Context: an optimization exercise on an open-source flow, tuned for a short achievable clock period and few clock cycles. The choices shown serve that exercise and are no tape-out recipe.
Function was checked by simulation only, so behaviour that the tests miss may differ from the original.
No activity file was given, so power comes from the tool's default toggle rates.

==> module cpu_top, before the edit <==
module cpu_top (
  input  logic        clk,
  input  logic        rst,
  output logic [31:0] mem_addr,
  output logic [31:0] mem_wdata,
  output logic        mem_rw,
  output logic        mem_mov,
  input  logic [31:0] mem_rdata,
  input  logic        mem_moc,
  output logic        halted
);
  logic        s_fetch;                      
  logic        s_mema;                       
  logic        s_memw;                       
  logic        s_exa;                        
  logic        s_exb;
  logic        s_exc;                        
  logic [31:0] mar, wdr, ir, pc4, mdr, res, fpc;
  logic [31:0] regs [15];
  logic [31:0] opa, a, b;
  logic        cin;
  logic [1:0]  aop;                          
  logic        z, resz, mov, rw, hlt;
  logic        c_movi, c_sub;                
  logic [14:0] wsel;                         
  logic        ex1, ex2, wb, zset, ldw;
  assign mem_addr  = mar;
  assign mem_wdata = wdr;
  assign mem_rw    = rw;
  assign mem_mov   = mov;
  assign halted    = hlt;
  logic [3:0] rd;
  logic       i_ldr, i_movi, rd15;
  assign rd     = ir[23:20];
  assign i_ldr  = ir[27] && !ir[26];
  assign i_movi = ir[26] && !ir[27];
  assign rd15   = &rd;
  logic zf;
  assign zf = zset ? resz : z;
  logic f_b5, f_b3, f_b2, f_rd15, f_alu, f_movi, f_mem, f_take, f_cont;
  assign f_b5   = mem_rdata[29];
  assign f_b3   = mem_rdata[27];
  assign f_b2   = mem_rdata[26];
  assign f_rd15 = &mem_rdata[23:20];
  assign f_alu  = !f_b5 && !f_b3 && !f_b2;
  assign f_movi = !f_b5 && !f_b3 && f_b2;
  assign f_mem  = !f_b5 && f_b3;
  assign f_take = (f_b5 && !f_b3 && (f_b2 ^ zf)) || (f_movi && f_rd15);
  assign f_cont = !f_b3 && !(f_alu && f_rd15);
  logic        we;
  logic [31:0] wd;
  assign we = wb || ldw;
  assign wd = ldw ? mdr : res;
  logic [31:0] rval [16];
  logic [31:0] rvf [16];
  always_comb begin
    for (int i = 0; i < 15; i++) begin
      rval[i] = regs[i];
      rvf[i]  = wsel[i] ? wd : regs[i];
    end
    rval[15] = pc4;                          
    rvf[15]  = pc4;
  end
  logic [31:0] alu, asum;
  logic [32:0] sum33, asum33;
  assign sum33 = {a, 1'b1} + {b, cin};       
  always_comb begin
    case (aop)
      2'd2:    alu = a & b;
      2'd3:    alu = a | b;
      default: alu = sum33[32:1];
    endcase
  end
  assign asum33 = {opa, 1'b0} + {16'd0, mdr[15:0], 1'b0};
  assign asum   = asum33[32:1];               
  logic z_add, z_and, z_orr;
  assign z_add = ((a ^ b) ^ {a[30:0] | b[30:0], cin}) == 32'd0;
  assign z_and = (a & b) == 32'd0;
  assign z_orr = (a | b) == 32'd0;
  always_ff @(posedge clk) begin
    if (rst) begin
      for (int i = 0; i < 15; i++) regs[i] <= '0;
    end else begin
      for (int i = 0; i < 15; i++) if (wsel[i]) regs[i] <= wd;
    end
  end
  always_ff @(posedge clk) begin
    if (rst) wsel <= '0;
    else for (int i = 0; i < 15; i++)
      wsel[i] <= (ex2 || s_memw && mem_moc && i_ldr) && rd == 4'(i);
  end
  always_ff @(posedge clk) begin
    mdr <= mem_rdata;
    opa <= rvf[mem_rdata[19:16]];
    c_movi <= f_movi;
    c_sub  <= f_alu && mem_rdata[25:24] == 2'd1;
    a   <= c_movi ? 32'd0 : opa;
    if (c_movi)     b <= {16'd0, mdr[15:0]};
    else if (c_sub) b <= ~rval[mdr[15:12]];
    else            b <= rval[mdr[15:12]];
    cin <= c_sub;
    aop <= c_movi ? 2'd0 : mdr[25:24];
    res <= alu;
    case (aop)
      2'd2:    resz <= z_and;
      2'd3:    resz <= z_orr;
      default: resz <= z_add;
    endcase
    wdr <= rval[rd];                         
  end
  always_ff @(posedge clk) begin
    if (rst) begin
      z    <= 1'b0;
      ex1  <= 1'b0;
      ex2  <= 1'b0;
      wb   <= 1'b0;
      zset <= 1'b0;
      ldw  <= 1'b0;
    end else begin
      ex1  <= s_fetch && mem_moc && !f_b5 && !f_b3;
      ex2  <= ex1;
      wb   <= ex2;
      zset <= ex2 && !i_movi;
      ldw  <= s_memw && mem_moc && i_ldr;
      z    <= zf;
    end
  end
  always_ff @(posedge clk) begin
    fpc <= mar;                              
    if (s_fetch) pc4 <= fpc + 32'd4;
    if (s_fetch && mem_moc) ir <= mem_rdata;
  end
  always_ff @(posedge clk) begin
    if (rst) begin
      s_fetch <= 1'b1;
      s_mema  <= 1'b0;
      s_memw  <= 1'b0;
      s_exa   <= 1'b0;
      s_exb   <= 1'b0;
      s_exc   <= 1'b0;
      mov     <= 1'b1;
      rw      <= 1'b0;
      hlt     <= 1'b0;
    end else begin
      s_mema <= s_fetch && mem_moc && f_mem;
      s_exa  <= s_fetch && mem_moc && f_alu && f_rd15;
      s_exb  <= s_exa;
      s_exc  <= s_exb;
      if (s_fetch && mem_moc) begin
        s_fetch <= f_cont;
        mov     <= f_cont;
        if (f_b5 && f_b3) hlt <= 1'b1;
      end
      if (s_memw && mem_moc) begin
        s_memw  <= 1'b0;
        s_fetch <= 1'b1;
        rw      <= 1'b0;
      end
      if (s_mema) begin
        s_memw <= 1'b1;
        mov    <= 1'b1;
        rw     <= ir[26];
      end
      if (s_exc) begin
        s_fetch <= 1'b1;
        mov     <= 1'b1;
      end
    end
  end
  logic [31:0] mar_early, mar_late;
  assign mar_early = s_mema ? asum : s_exc ? res : mar;
  assign mar_late  = s_memw ? ((i_ldr && rd15) ? mem_rdata : pc4)
                            : (f_take ? {16'd0, mem_rdata[15:0]} : pc4);
  always_ff @(posedge clk) begin
    if (rst) mar <= 32'd0;
    else     mar <= (mem_moc && (s_fetch || s_memw)) ? mar_late : mar_early;
  end
endmodule
Settings: LEC_CHECK=0, ABC_CLOCK_PERIOD_IN_PS=2500, CAP_MARGIN=20, CORE_MARGIN=2, CORE_UTILIZATION=30, SLEW_MARGIN=20; clock period 8.5 ns.
standard.sh (not shown) runs the stock make flow with config.mk's settings and CLKGATE_MAP_FILE= SYNTH_SCRIPT=/design/flow/synth_recipe.tcl, a recipe that flattens the netlist after the stock synthesis.
==> flow/flow/run.sh <==
#!/bin/bash
set -euo pipefail
bash standard.sh SETUP_SLACK_MARGIN=5.7 finish > flow_make.log 2>&1
Testbench counts at the start, summed over its fixed seeds: cycles 152,106.
Edit:
--- a/flow/design.v
+++ b/flow/design.v
@@ -13,20 +13,18 @@
   logic        s_fetch;                      
   logic        s_mema;                       
   logic        s_memw;                       
   logic        s_exa;                        
   logic        s_exb;
   logic        s_exc;                        
-  logic [31:0] mar, wdr, ir, pc4, mdr, res, fpc;
+  logic [31:0] mar, wdr, ir, pc4, mdr, res;
   logic [31:0] regs [15];
   logic [31:0] opa, a, b;
   logic        cin;
   logic [1:0]  aop;                          
-  logic        z, resz, mov, rw, hlt;
-  logic        c_movi, c_sub;                
-  logic [14:0] wsel;                         
+  logic        z, mov, rw, hlt;
   logic        ex1, ex2, wb, zset, ldw;
   assign mem_addr  = mar;
   assign mem_wdata = wdr;
   assign mem_rw    = rw;
   assign mem_mov   = mov;
   assign halted    = hlt;
@@ -34,33 +32,29 @@
   logic       i_ldr, i_movi, rd15;
   assign rd     = ir[23:20];
   assign i_ldr  = ir[27] && !ir[26];
   assign i_movi = ir[26] && !ir[27];
   assign rd15   = &rd;
   logic zf;
-  assign zf = zset ? resz : z;
+  assign zf = zset ? (res == 32'd0) : z;
   logic f_b5, f_b3, f_b2, f_rd15, f_alu, f_movi, f_mem, f_take, f_cont;
   assign f_b5   = mem_rdata[29];
   assign f_b3   = mem_rdata[27];
   assign f_b2   = mem_rdata[26];
   assign f_rd15 = &mem_rdata[23:20];
   assign f_alu  = !f_b5 && !f_b3 && !f_b2;
   assign f_movi = !f_b5 && !f_b3 && f_b2;
   assign f_mem  = !f_b5 && f_b3;
   assign f_take = (f_b5 && !f_b3 && (f_b2 ^ zf)) || (f_movi && f_rd15);
   assign f_cont = !f_b3 && !(f_alu && f_rd15);
-  logic        we;
-  logic [31:0] wd;
-  assign we = wb || ldw;
-  assign wd = ldw ? mdr : res;
   logic [31:0] rval [16];
   logic [31:0] rvf [16];
   always_comb begin
     for (int i = 0; i < 15; i++) begin
       rval[i] = regs[i];
-      rvf[i]  = wsel[i] ? wd : regs[i];
+      rvf[i]  = (wb && rd == 4'(i)) ? res : regs[i];
     end
     rval[15] = pc4;                          
     rvf[15]  = pc4;
   end
   logic [31:0] alu, asum;
   logic [32:0] sum33, asum33;
@@ -69,47 +63,35 @@
     case (aop)
       2'd2:    alu = a & b;
       2'd3:    alu = a | b;
       default: alu = sum33[32:1];
     endcase
   end
-  assign asum33 = {opa, 1'b0} + {16'd0, mdr[15:0], 1'b0};
+  assign asum33 = {opa, 1'b0} + {16'd0, ir[15:0], 1'b0};
   assign asum   = asum33[32:1];               
-  logic z_add, z_and, z_orr;
-  assign z_add = ((a ^ b) ^ {a[30:0] | b[30:0], cin}) == 32'd0;
-  assign z_and = (a & b) == 32'd0;
-  assign z_orr = (a | b) == 32'd0;
+  logic        we;
+  logic [31:0] wd;
+  assign we = (wb || ldw) && !rd15;
+  assign wd = ldw ? mdr : res;
   always_ff @(posedge clk) begin
     if (rst) begin
       for (int i = 0; i < 15; i++) regs[i] <= '0;
-    end else begin
-      for (int i = 0; i < 15; i++) if (wsel[i]) regs[i] <= wd;
+    end else if (we) begin
+      for (int i = 0; i < 15; i++) if (rd == 4'(i)) regs[i] <= wd;
     end
-  end
-  always_ff @(posedge clk) begin
-    if (rst) wsel <= '0;
-    else for (int i = 0; i < 15; i++)
-      wsel[i] <= (ex2 || s_memw && mem_moc && i_ldr) && rd == 4'(i);
   end
   always_ff @(posedge clk) begin
     mdr <= mem_rdata;
     opa <= rvf[mem_rdata[19:16]];
-    c_movi <= f_movi;
-    c_sub  <= f_alu && mem_rdata[25:24] == 2'd1;
-    a   <= c_movi ? 32'd0 : opa;
-    if (c_movi)     b <= {16'd0, mdr[15:0]};
-    else if (c_sub) b <= ~rval[mdr[15:12]];
-    else            b <= rval[mdr[15:12]];
-    cin <= c_sub;
-    aop <= c_movi ? 2'd0 : mdr[25:24];
+    a   <= i_movi ? 32'd0 : opa;
+    if (i_movi)                   b <= {16'd0, ir[15:0]};
+    else if (ir[25:24] == 2'd1)   b <= ~rval[ir[15:12]];
+    else                          b <= rval[ir[15:12]];
+    cin <= !i_movi && (ir[25:24] == 2'd1);
+    aop <= i_movi ? 2'd0 : ir[25:24];
     res <= alu;
-    case (aop)
-      2'd2:    resz <= z_and;
-      2'd3:    resz <= z_orr;
-      default: resz <= z_add;
-    endcase
     wdr <= rval[rd];                         
   end
   always_ff @(posedge clk) begin
     if (rst) begin
       z    <= 1'b0;
       ex1  <= 1'b0;
@@ -124,14 +106,13 @@
       zset <= ex2 && !i_movi;
       ldw  <= s_memw && mem_moc && i_ldr;
       z    <= zf;
     end
   end
   always_ff @(posedge clk) begin
-    fpc <= mar;                              
-    if (s_fetch) pc4 <= fpc + 32'd4;
+    if (s_fetch) pc4 <= mar + 32'd4;
     if (s_fetch && mem_moc) ir <= mem_rdata;
   end
   always_ff @(posedge clk) begin
     if (rst) begin
       s_fetch <= 1'b1;
       s_mema  <= 1'b0;
The changed run completed without violations.
Synthesized area went up by 3.7%.
Via count went up by 2.9%.
Global-route usage went down by 0.59 points.
Power went down by about 6.4%.
Final area went up by 0.34%.
Critical path depth went down by 1.
Worst hold slack gets better by 0.038 ns.
Worst setup slack gets worse by 0.066 ns.
Combinational power went down by about 8%.
Die area went up by 3.7%.
Clock skew went up by 0.0072 ns.
Testbench counts after the change, summed over its fixed seeds: cycles 152,106.

[re-timing with driven ports]
In the flow no input, the clock included, has a driving cell. The finished layouts below were timed again as built, in two steps.
Step 1: set_driving_cell puts a clkbuf_16 on clk and a buf_2 on each other input, an assumption about the parent block.
Step 2 adds t to the input delays and takes it off the output delays; t is the mean of the earliest and latest rising clock arrival at the registers after step 1. Input paths then give back, and output paths get back, about the clock's delay inside the block.
Three values: ideal ports, drivers, drivers and shift; two values: the first two.
| run | t, ns | slack for setup (ns) | slew at the worst register clock pin (ns) | worst slew at a driven data input, ns |
|---|---|---|---|---|
| the first run | 0.764 | 5.536 / 5.529 / 4.855 | 0.07 / 0.07 | 0.13 |
| the second run | 0.770 | 5.470 / 5.470 / 4.743 | 0.07 / 0.07 | 0.12 |
After both steps every run listed still meets setup and hold. The setup slack of the second run, which loses most, moves by 0.000 ns with the drivers and by -0.727 ns with both steps.
